What follows belongs to an exercise in optimizing a design on an open flow for small area and few clock cycles per item; a production flow would make more cautious choices.
RTL that was checked went through simulation tests only; none was proved equivalent to the original.

==> inputs of job 8233 <==
## sha1_core_mb
module sha1_core_mb
#(
    parameter int UNROLL = 4
)
(
    input  logic         CLK,
    input  logic         nRST,
    input  logic         START,
    input  logic         FIRST,
    input  logic [511:0] SHA1IN,
    output logic         BUSY,
    output logic         DONE,
    output logic [159:0] SHA1OUT
);
clock: 8.5 ns
lec_check: 0
cap_margin: 20
core_margin: 2
core_utilization: 55
cts_buf_list: sky130_fd_sc_hd__clkbuf_4 sky130_fd_sc_hd__clkbuf_8
gpl_timing_driven: 0
slew_margin: 20
synth_hierarchical: 1
standard.sh (not shown) runs the stock make flow with config.mk's settings and CLKGATE_MAP_FILE= SYNTH_SCRIPT=/design/flow/synth_recipe.tcl, a recipe that flattens the netlist after the stock synthesis.
==> flow/flow/run.sh <==
#!/bin/bash
# The standard layout (standard.sh), with the port buffers made of the
# smallest buffer instead of the resizer's default pick; the resizer may
# still upsize them. Each step's log stays under orfs/logs/; make's own
# output goes to make.log here.
set -euo pipefail
export BUFFER_PORTS_ARGS="-buffer_cell sky130_fd_sc_hd__buf_1"
bash standard.sh > make.log 2>&1
==> job 9403 (differences from job 8233) <==
--- a/flow/design.v
+++ b/flow/design.v
@@ -670,17 +670,16 @@
     localparam int LASTN = ROUNDS - UNROLL * ((ROUNDS - 1) / UNROLL);
     localparam int LASTT = ROUNDS - LASTN;
     logic          busy_q, done_q, first_q, last_q;
     logic [6:0]    t_q, t_d;    
     logic [UNROLL-1:0][3:0] sel_q, sel_d;
     logic [31:0]   a_q, b_q, c_q;       
     logic [31:0]   x_d, x_e, x_w, x_k;   
     logic [31:0]   x1_q, x1_e, x1_w, x1_k;   
-    logic [31:0]   f_d;                  
     logic [31:0]   h0x_q, h0y_q;         
     logic [31:0]   f_b, f_c, f_dd;
     logic [15:0][31:0] w_q;
     logic [15:0][31:0] shift_w;
     logic [159:0]  out_q;
     logic [159:0]  chain;
     logic [159:0]  init;
     genvar gi;
@@ -758,25 +757,23 @@
     assign x1_w = busy_q ? g_ext[UNROLL+1].w : SHA1IN[479:448];
     assign x1_k = ({32{sel_d[1][0]}} & K_00_19) | ({32{sel_d[1][1]}} & K_20_39) |
                   ({32{sel_d[1][2]}} & K_40_59) | ({32{sel_d[1][3]}} & K_60_79);
     assign x_k = ({32{sel_d[0][0]}} & K_00_19) | ({32{sel_d[0][1]}} & K_20_39) |
                  ({32{sel_d[0][2]}} & K_40_59) | ({32{sel_d[0][3]}} & K_60_79);
     assign f_b  = busy_q ? g_rnd[UNROLL-1].b_o : init[127:96];
     assign f_c  = busy_q ? g_rnd[UNROLL-1].c_o : init[95:64];
     assign f_dd = busy_q ? g_rnd[UNROLL-1].d_o : init[63:32];
-    always_comb begin
-        if (sel_d[0][0]) begin
-            f_d = (f_b & f_c) | (~f_b & f_dd);
-        end else if (sel_d[0][2]) begin
-            f_d = (f_b & f_c) | (f_b & f_dd) | (f_c & f_dd);
-        end else begin
-            f_d = f_b ^ f_c ^ f_dd;
-        end
-    end
+    logic [31:0] f_1, f_0, hx_1, hx_0, hy_1, hy_0;
+    assign f_1  = sel_d[0][0] ? f_c : sel_d[0][2] ? (f_c | f_dd) : ~(f_c ^ f_dd);
+    assign f_0  = sel_d[0][0] ? f_dd : sel_d[0][2] ? (f_c & f_dd) : (f_c ^ f_dd);
+    assign hx_1 = x_d ^ f_1;
+    assign hx_0 = x_d ^ f_0;
+    assign hy_1 = x_d & f_1;
+    assign hy_0 = x_d & f_0;
     logic [31:0] h1_sum, h2_sum;
     sha1_add2 u_h1 (.a(chain[127:96]), .b(g_rnd[LASTN-1].b_o), .y(h1_sum));
     sha1_add2 u_h2 (.a(chain[95:64]),  .b(g_rnd[LASTN-1].c_o), .y(h2_sum));
     always_ff @(posedge CLK or negedge nRST) begin
         if (!nRST) begin
             busy_q  <= 1'b0;
             done_q  <= 1'b0;
             last_q  <= 1'b0;
@@ -796,26 +793,26 @@
             end
         end
     end
     always_ff @(posedge CLK) begin
         if (busy_q) begin
             a_q <= g_rnd[UNROLL-1].a_o2;
             b_q <= g_rnd[UNROLL-1].b_o;
             c_q <= g_rnd[UNROLL-1].c_o;
-            h0x_q <= x_d ^ f_d;
-            h0y_q <= x_d & f_d;
+            h0x_q <= (f_b & hx_1) | (~f_b & hx_0);
+            h0y_q <= (f_b & hy_1) | (~f_b & hy_0);
             x1_q <= x1_e + x1_w + x1_k;
             w_q <= shift_w;
         end else begin
             a_q <= init[159:128];
             b_q <= init[127:96];
             c_q <= init[95:64];
-            h0x_q <= x_d ^ f_d;
-            h0y_q <= x_d & f_d;
+            h0x_q <= (f_b & hx_1) | (~f_b & hx_0);
+            h0y_q <= (f_b & hy_1) | (~f_b & hy_0);
             x1_q <= x1_e + x1_w + x1_k;
             first_q <= FIRST;
             for (int j = 0; j < 16; j++) begin
                 w_q[j] <= SHA1IN[511 - 32*j -: 32];
             end
         end
     end
     assign BUSY    = busy_q;
==> flow/config.mk (replaced) <==
export PLATFORM = sky130hd
export DESIGN_NAME = sha1_core_mb
export DESIGN_NICKNAME = sha1_core_mb
export VERILOG_FILES = /design/flow/design.v
export SDC_FILE = /design/flow/constraint.sdc
export NUM_CORES = 4
export LEC_CHECK = 0
export CAP_MARGIN = 20
export CORE_MARGIN = 2
export CORE_UTILIZATION = 40
export GPL_TIMING_DRIVEN = 0
export SETUP_SLACK_MARGIN = 0.2
export SLEW_MARGIN = 20
export SYNTH_HIERARCHICAL = 1
==> job 7277 (differences from job 8233) <==
--- a/flow/design.v
+++ b/flow/design.v
@@ -670,17 +670,16 @@
     localparam int LASTN = ROUNDS - UNROLL * ((ROUNDS - 1) / UNROLL);
     localparam int LASTT = ROUNDS - LASTN;
     logic          busy_q, done_q, first_q, last_q;
     logic [6:0]    t_q, t_d;    
     logic [UNROLL-1:0][3:0] sel_q, sel_d;
     logic [31:0]   a_q, b_q, c_q;       
     logic [31:0]   x_d, x_e, x_w, x_k;   
     logic [31:0]   x1_q, x1_e, x1_w, x1_k;   
-    logic [31:0]   f_d;                  
     logic [31:0]   h0x_q, h0y_q;         
     logic [31:0]   f_b, f_c, f_dd;
     logic [15:0][31:0] w_q;
     logic [15:0][31:0] shift_w;
     logic [159:0]  out_q;
     logic [159:0]  chain;
     logic [159:0]  init;
     genvar gi;
@@ -758,25 +757,23 @@
     assign x1_w = busy_q ? g_ext[UNROLL+1].w : SHA1IN[479:448];
     assign x1_k = ({32{sel_d[1][0]}} & K_00_19) | ({32{sel_d[1][1]}} & K_20_39) |
                   ({32{sel_d[1][2]}} & K_40_59) | ({32{sel_d[1][3]}} & K_60_79);
     assign x_k = ({32{sel_d[0][0]}} & K_00_19) | ({32{sel_d[0][1]}} & K_20_39) |
                  ({32{sel_d[0][2]}} & K_40_59) | ({32{sel_d[0][3]}} & K_60_79);
     assign f_b  = busy_q ? g_rnd[UNROLL-1].b_o : init[127:96];
     assign f_c  = busy_q ? g_rnd[UNROLL-1].c_o : init[95:64];
     assign f_dd = busy_q ? g_rnd[UNROLL-1].d_o : init[63:32];
-    always_comb begin
-        if (sel_d[0][0]) begin
-            f_d = (f_b & f_c) | (~f_b & f_dd);
-        end else if (sel_d[0][2]) begin
-            f_d = (f_b & f_c) | (f_b & f_dd) | (f_c & f_dd);
-        end else begin
-            f_d = f_b ^ f_c ^ f_dd;
-        end
-    end
+    logic [31:0] f_1, f_0, hx_1, hx_0, hy_1, hy_0;
+    assign f_1  = sel_d[0][0] ? f_c : sel_d[0][2] ? (f_c | f_dd) : ~(f_c ^ f_dd);
+    assign f_0  = sel_d[0][0] ? f_dd : sel_d[0][2] ? (f_c & f_dd) : (f_c ^ f_dd);
+    assign hx_1 = x_d ^ f_1;
+    assign hx_0 = x_d ^ f_0;
+    assign hy_1 = x_d & f_1;
+    assign hy_0 = x_d & f_0;
     logic [31:0] h1_sum, h2_sum;
     sha1_add2 u_h1 (.a(chain[127:96]), .b(g_rnd[LASTN-1].b_o), .y(h1_sum));
     sha1_add2 u_h2 (.a(chain[95:64]),  .b(g_rnd[LASTN-1].c_o), .y(h2_sum));
     always_ff @(posedge CLK or negedge nRST) begin
         if (!nRST) begin
             busy_q  <= 1'b0;
             done_q  <= 1'b0;
             last_q  <= 1'b0;
@@ -796,26 +793,26 @@
             end
         end
     end
     always_ff @(posedge CLK) begin
         if (busy_q) begin
             a_q <= g_rnd[UNROLL-1].a_o2;
             b_q <= g_rnd[UNROLL-1].b_o;
             c_q <= g_rnd[UNROLL-1].c_o;
-            h0x_q <= x_d ^ f_d;
-            h0y_q <= x_d & f_d;
+            h0x_q <= (f_b & hx_1) | (~f_b & hx_0);
+            h0y_q <= (f_b & hy_1) | (~f_b & hy_0);
             x1_q <= x1_e + x1_w + x1_k;
             w_q <= shift_w;
         end else begin
             a_q <= init[159:128];
             b_q <= init[127:96];
             c_q <= init[95:64];
-            h0x_q <= x_d ^ f_d;
-            h0y_q <= x_d & f_d;
+            h0x_q <= (f_b & hx_1) | (~f_b & hx_0);
+            h0y_q <= (f_b & hy_1) | (~f_b & hy_0);
             x1_q <= x1_e + x1_w + x1_k;
             first_q <= FIRST;
             for (int j = 0; j < 16; j++) begin
                 w_q[j] <= SHA1IN[511 - 32*j -: 32];
             end
         end
     end
     assign BUSY    = busy_q;
==> flow/config.mk (replaced) <==
export PLATFORM = sky130hd
export DESIGN_NAME = sha1_core_mb
export DESIGN_NICKNAME = sha1_core_mb
export VERILOG_FILES = /design/flow/design.v
export SDC_FILE = /design/flow/constraint.sdc
export NUM_CORES = 4
export LEC_CHECK = 0
export CAP_MARGIN = 20
export CORE_MARGIN = 2
export CORE_UTILIZATION = 50
export GPL_TIMING_DRIVEN = 0
export SETUP_SLACK_MARGIN = 0.2
export SLEW_MARGIN = 20
export SYNTH_HIERARCHICAL = 1
==> run summary <==
- Job 7277 ran to the end with no violations. Job 9403 ran to the end with no violations. Job 8233 finished but fails on setup timing.
- Via count: job 9403 < job 7277 < job 8233.
- Of job 8233 and job 7277, job 8233 has the higher count of clock-buffer cells in the layout (gap 90).
- Between job 9403 and job 8233, the lower sequential share of layout area is in job 9403 (gap 1.4 points).
==> figures <==
Outcome: job 8233 complete, but fails checks; job 7277 complete, no violations; job 9403 complete, no violations
Layout check failures: job 8233 setup timing; job 7277 -; job 9403 -
Final setup viols: job 8233 3; job 7277 0; job 9403 0
Overall routing resource usage: job 8233 0.5325; job 7277 0.4927; job 9403 0.4125
Slowest stage cell on the critical path: job 8233 o22ai_1; job 7277 xnor2_2; job 9403 fa_1
Most used cell, CP: job 8233 a21oi_2; job 7277 a21oi_2; job 9403 xor2_2
Detailed route wirelength on metal2: job 8233 146800 um; job 7277 154300 um; job 9403 170100 um
Multi-input combinational gate total: job 8233 6064; job 7277 6056; job 9403 6056
Multi-input combinational area share: job 8233 0.6015; job 7277 0.6067; job 9403 0.6003
Max Fanout on Critical Path: job 8233 7; job 7277 13; job 9403 11
Testbench counts of job 9403, summed over its fixed seeds: cycles 10,752, blocks 512.
Testbench counts of job 7277, summed over its fixed seeds: cycles 10,752, blocks 512.

* * *

==> run a: inputs <==
sha1_core_mb, a different RTL version from the one above (not shown whole).
// sha1_core_mb
module sha1_core_mb
#(
    parameter int UNROLL = 3
)
(
    input  logic         CLK,
    input  logic         nRST,
    input  logic         START,
    input  logic         FIRST,
    input  logic [511:0] SHA1IN,
    output logic         BUSY,
    output logic         DONE,
    output logic [159:0] SHA1OUT
);
==> flow/config.mk <==
export PLATFORM = sky130hd
export DESIGN_NAME = sha1_core_mb
export DESIGN_NICKNAME = sha1_core_mb
export VERILOG_FILES = /design/flow/design.v
export SDC_FILE = /design/flow/constraint.sdc
export NUM_CORES = 4
export LEC_CHECK = 0
export CAP_MARGIN = 20
export CORE_MARGIN = 2
export CORE_UTILIZATION = 40
export SLEW_MARGIN = 20
==> flow/constraint.sdc <==
create_clock -name core_clock -period 8.5 [get_ports {CLK}]
set_input_delay 1.7000 -clock core_clock [delete_from_list [all_inputs] [get_ports {CLK}]]
set_output_delay 1.7000 -clock core_clock [all_outputs]
set_load 0.01 [all_outputs]
run.sh (not shown) runs the stock make flow with config.mk's settings and CLKGATE_MAP_FILE= SYNTH_SCRIPT=/design/flow/synth_recipe.tcl, a recipe that flattens the netlist after the stock synthesis.
Stock flow here: none of the scripts above is used.
==> run b (differences from run a) <==
==> flow/design.v (replaced) <==
package sha1_pkg;
    localparam int ROUNDS = 80;
    localparam logic [31:0] IV_H0 = 32'h67452301;
    localparam logic [31:0] IV_H1 = 32'hEFCDAB89;
    localparam logic [31:0] IV_H2 = 32'h98BADCFE;
    localparam logic [31:0] IV_H3 = 32'h10325476;
    localparam logic [31:0] IV_H4 = 32'hC3D2E1F0;
    localparam logic [159:0] SHA1_IV = {IV_H0, IV_H1, IV_H2, IV_H3, IV_H4};
    localparam logic [31:0] K_00_19 = 32'h5A827999;
    localparam logic [31:0] K_20_39 = 32'h6ED9EBA1;
    localparam logic [31:0] K_40_59 = 32'h8F1BBCDC;
    localparam logic [31:0] K_60_79 = 32'hCA62C1D6;
endpackage
import sha1_pkg::*;
module sha1_round
#(
    parameter bit HAS_X = 1'b0
)
(
    input  logic [31:0] a_in,
    input  logic [31:0] b_in,
    input  logic [31:0] c_in,
    input  logic [31:0] d_in,
    input  logic [31:0] e_in,
    input  logic [31:0] w_in,
    input  logic [1:0]  seg,
    input  logic [31:0] x_in,
    output logic [31:0] a_out,
    output logic [31:0] b_out,
    output logic [31:0] c_out,
    output logic [31:0] d_out,
    output logic [31:0] e_out
);
    logic [31:0] k;
    logic [31:0] f1, f0, f;
    logic [31:0] s1, c1, s2, c2, s3, c3, s4, c4;
    logic [31:0] ra;
    always_comb begin
        case (seg)
            2'd0:    k = K_00_19;
            2'd1:    k = K_20_39;
            2'd2:    k = K_40_59;
            default: k = K_60_79;
        endcase
    end
    assign f1 = (seg == 2'd0) ? c_in : (seg == 2'd2) ? (c_in | d_in) : ~(c_in ^ d_in);
    assign f0 = (seg == 2'd0) ? d_in : (seg == 2'd2) ? (c_in & d_in) : (c_in ^ d_in);
    assign f  = (b_in & f1) | (~b_in & f0);
    assign s1 = e_in ^ w_in ^ k;
    assign c1 = ((e_in & w_in) | (e_in & k) | (w_in & k)) << 1;
    if (HAS_X) begin : g_x
        assign s2 = s1 ^ c1 ^ x_in;
        assign c2 = ((s1 & c1) | (s1 & x_in) | (c1 & x_in)) << 1;
    end else begin : g_nox
        assign s2 = s1;
        assign c2 = c1;
    end
    assign s3 = s2 ^ c2 ^ f;
    assign c3 = ((s2 & c2) | (s2 & f) | (c2 & f)) << 1;
    assign ra = {a_in[26:0], a_in[31:27]};
    assign s4 = s3 ^ c3 ^ ra;
    assign c4 = ((s3 & c3) | (s3 & ra) | (c3 & ra)) << 1;
    assign a_out = s4 + c4;
    assign b_out = a_in;
    assign c_out = {b_in[1:0], b_in[31:2]};
    assign d_out = c_in;
    assign e_out = d_in;
endmodule
import sha1_pkg::*;
module sha1_core_mb
#(
    parameter int UNROLL = 2
)
(
    input  logic         CLK,
    input  logic         nRST,
    input  logic         START,
    input  logic         FIRST,
    input  logic [511:0] SHA1IN,
    output logic         BUSY,
    output logic         DONE,
    output logic [159:0] SHA1OUT
);
    function automatic logic [31:0] rotl(input logic [31:0] x, input int n);
        rotl = (x << n) | (x >> (32 - n));
    endfunction
    localparam int GCYC = 20 / UNROLL;
    logic          busy_q, done_q, first_q;
    logic [1:0]    seg_q;       
    logic [4:0]    sub_q;       
    logic          last;
    logic [31:0]   a_q, b_q, c_q, d_q, e_q;
    logic [15:0][31:0] w_q;
    logic [159:0]  out_q;
    logic [159:0]  chain;
    logic [159:0]  init;
    genvar gi;
    for (gi = 0; gi < 16 + UNROLL; gi++) begin : g_ext
        logic [31:0] w;
        if (gi < 16) begin : g_stored
            assign w = w_q[gi];
        end else begin : g_expand
            assign w = rotl(g_ext[gi-3].w ^ g_ext[gi-8].w ^ g_ext[gi-14].w ^ g_ext[gi-16].w, 1);
        end
    end
    logic [15:0][31:0] shift_w;
    for (gi = 0; gi < 16; gi++) begin : g_shift
        assign shift_w[gi] = g_ext[gi+UNROLL].w;
    end
    assign last  = (seg_q == 2'd3) && (sub_q == 5'(GCYC - 1));
    assign chain = first_q ? SHA1_IV : out_q;
    assign init  = FIRST ? SHA1_IV : out_q;
    for (gi = 0; gi < UNROLL; gi++) begin : g_rnd
        logic [31:0] a_i, b_i, c_i, d_i, e_i;
        logic [31:0] a_o, b_o, c_o, d_o, e_o;
        logic [31:0] x;
        if (gi == 0) begin : g_head
            assign a_i = a_q;
            assign b_i = b_q;
            assign c_i = c_q;
            assign d_i = d_q;
            assign e_i = e_q;
        end else begin : g_link
            assign a_i = g_rnd[gi-1].a_o;
            assign b_i = g_rnd[gi-1].b_o;
            assign c_i = g_rnd[gi-1].c_o;
            assign d_i = g_rnd[gi-1].d_o;
            assign e_i = g_rnd[gi-1].e_o;
        end
        assign x = (gi == UNROLL - 1 && last) ? chain[159:128] : 32'd0;
        sha1_round #(
            .HAS_X (gi == UNROLL - 1)
        ) u_round (
            .a_in  (a_i),
            .b_in  (b_i),
            .c_in  (c_i),
            .d_in  (d_i),
            .e_in  (e_i),
            .w_in  (g_ext[gi].w),
            .seg   (seg_q),
            .x_in  (x),
            .a_out (a_o),
            .b_out (b_o),
            .c_out (c_o),
            .d_out (d_o),
            .e_out (e_o)
        );
    end
    always_ff @(posedge CLK or negedge nRST) begin
        if (!nRST) begin
            busy_q  <= 1'b0;
            done_q  <= 1'b0;
            seg_q   <= '0;
            sub_q   <= '0;
            out_q   <= '0;
        end else begin
            done_q <= busy_q && last;
            if (busy_q) begin
                if (last) begin
                    busy_q <= 1'b0;
                    out_q  <= {g_rnd[UNROLL-1].a_o,
                               chain[127:96] + g_rnd[UNROLL-1].b_o,
                               chain[95:64]  + g_rnd[UNROLL-1].c_o,
                               chain[63:32]  + g_rnd[UNROLL-1].d_o,
                               chain[31:0]   + g_rnd[UNROLL-1].e_o};
                end
                if (sub_q == 5'(GCYC - 1)) begin
                    sub_q <= '0;
                    seg_q <= seg_q + 2'd1;
                end else begin
                    sub_q <= sub_q + 5'd1;
                end
            end else begin
                busy_q <= START;
                seg_q  <= '0;
                sub_q  <= '0;
            end
        end
    end
    always_ff @(posedge CLK) begin
        if (busy_q) begin
            a_q <= g_rnd[UNROLL-1].a_o;
            b_q <= g_rnd[UNROLL-1].b_o;
            c_q <= g_rnd[UNROLL-1].c_o;
            d_q <= g_rnd[UNROLL-1].d_o;
            e_q <= g_rnd[UNROLL-1].e_o;
            w_q <= shift_w;
        end else begin
            a_q <= init[159:128];
            b_q <= init[127:96];
            c_q <= init[95:64];
            d_q <= init[63:32];
            e_q <= init[31:0];
            first_q <= FIRST;
            for (int j = 0; j < 16; j++) begin
                w_q[j] <= SHA1IN[511 - 32*j -: 32];
            end
        end
    end
    assign BUSY    = busy_q;
    assign DONE    = done_q;
    assign SHA1OUT = out_q;
endmodule
==> run summary <==
metric	run b	run a
Number of search-and-repair iterations in the first detailed-routing pass	5	8
Synthesized flop and latch total	842	853
Status	no timing/DRC/antenna violations	complete, but fails checks
Layout check failures	-	negative setup slack
Number of non-clock inverters in the layout	463	612
Die boundary width	356 um	387 um
Share of the core filled with cells	51.6%	52.7%
Multi-input gate share of the layout cell area	46.9%	49.8%
Met3 layer wire length in the routed design	14100 um	21100 um
Delay of the slowest cell on the worst path	0.56 ns	0.39 ns
Placed instance count	7206	9267
Worst path buffer plus inverter count	8	4
Stages on the worst setup path	33	47
Data arrival time of the worst path	8.76 ns	9.86 ns
Testbench counts of run b, summed over its fixed seeds: cycles 20,992, blocks 512.
For run a, only the layout was checked, not whether the RTL still works.

==> port drivers added, routing unchanged <==
How much do the figures lean on ideal ports? The routed layouts below were timed once more, with nothing changed but the port constraints. Step 1: set_driving_cell puts a clkbuf_16 on CLK and a buf_2 on each other input, an assumption about the parent block. Step 2 also shifts input and output timing later by t, the mid clock arrival at the registers, as if the neighbouring blocks saw the same clock. Three values: ideal, step 1, step 2; two values: the first two.
run | shift t [ns] | setup WS [ns] | worst register clock-pin slew, ns | worst data-port slew with drivers (ns)
job 8233 | 1.027 | -0.034 / -0.034 / -0.499 | 0.08 / 0.08 | 0.14
job 9403 | 0.869 | 0.236 / 0.236 / -0.532 | 0.07 / 0.07 | 0.20
job 7277 | 0.819 | 0.247 / 0.247 / -0.289 | 0.07 / 0.07 | 0.15
run a | 0.824 | -0.759 / -0.759 / -0.759 | 0.07 / 0.07 | 0.12
run b | 0.753 | 0.245 / 0.245 / 0.245 | 0.07 / 0.07 | 0.21
Met with ideal ports but missed after step 2: setup timing in job 9403 and job 7277. The setup slack of job 9403, which loses most, moves by 0.000 ns with the drivers and by -0.768 ns with both steps.
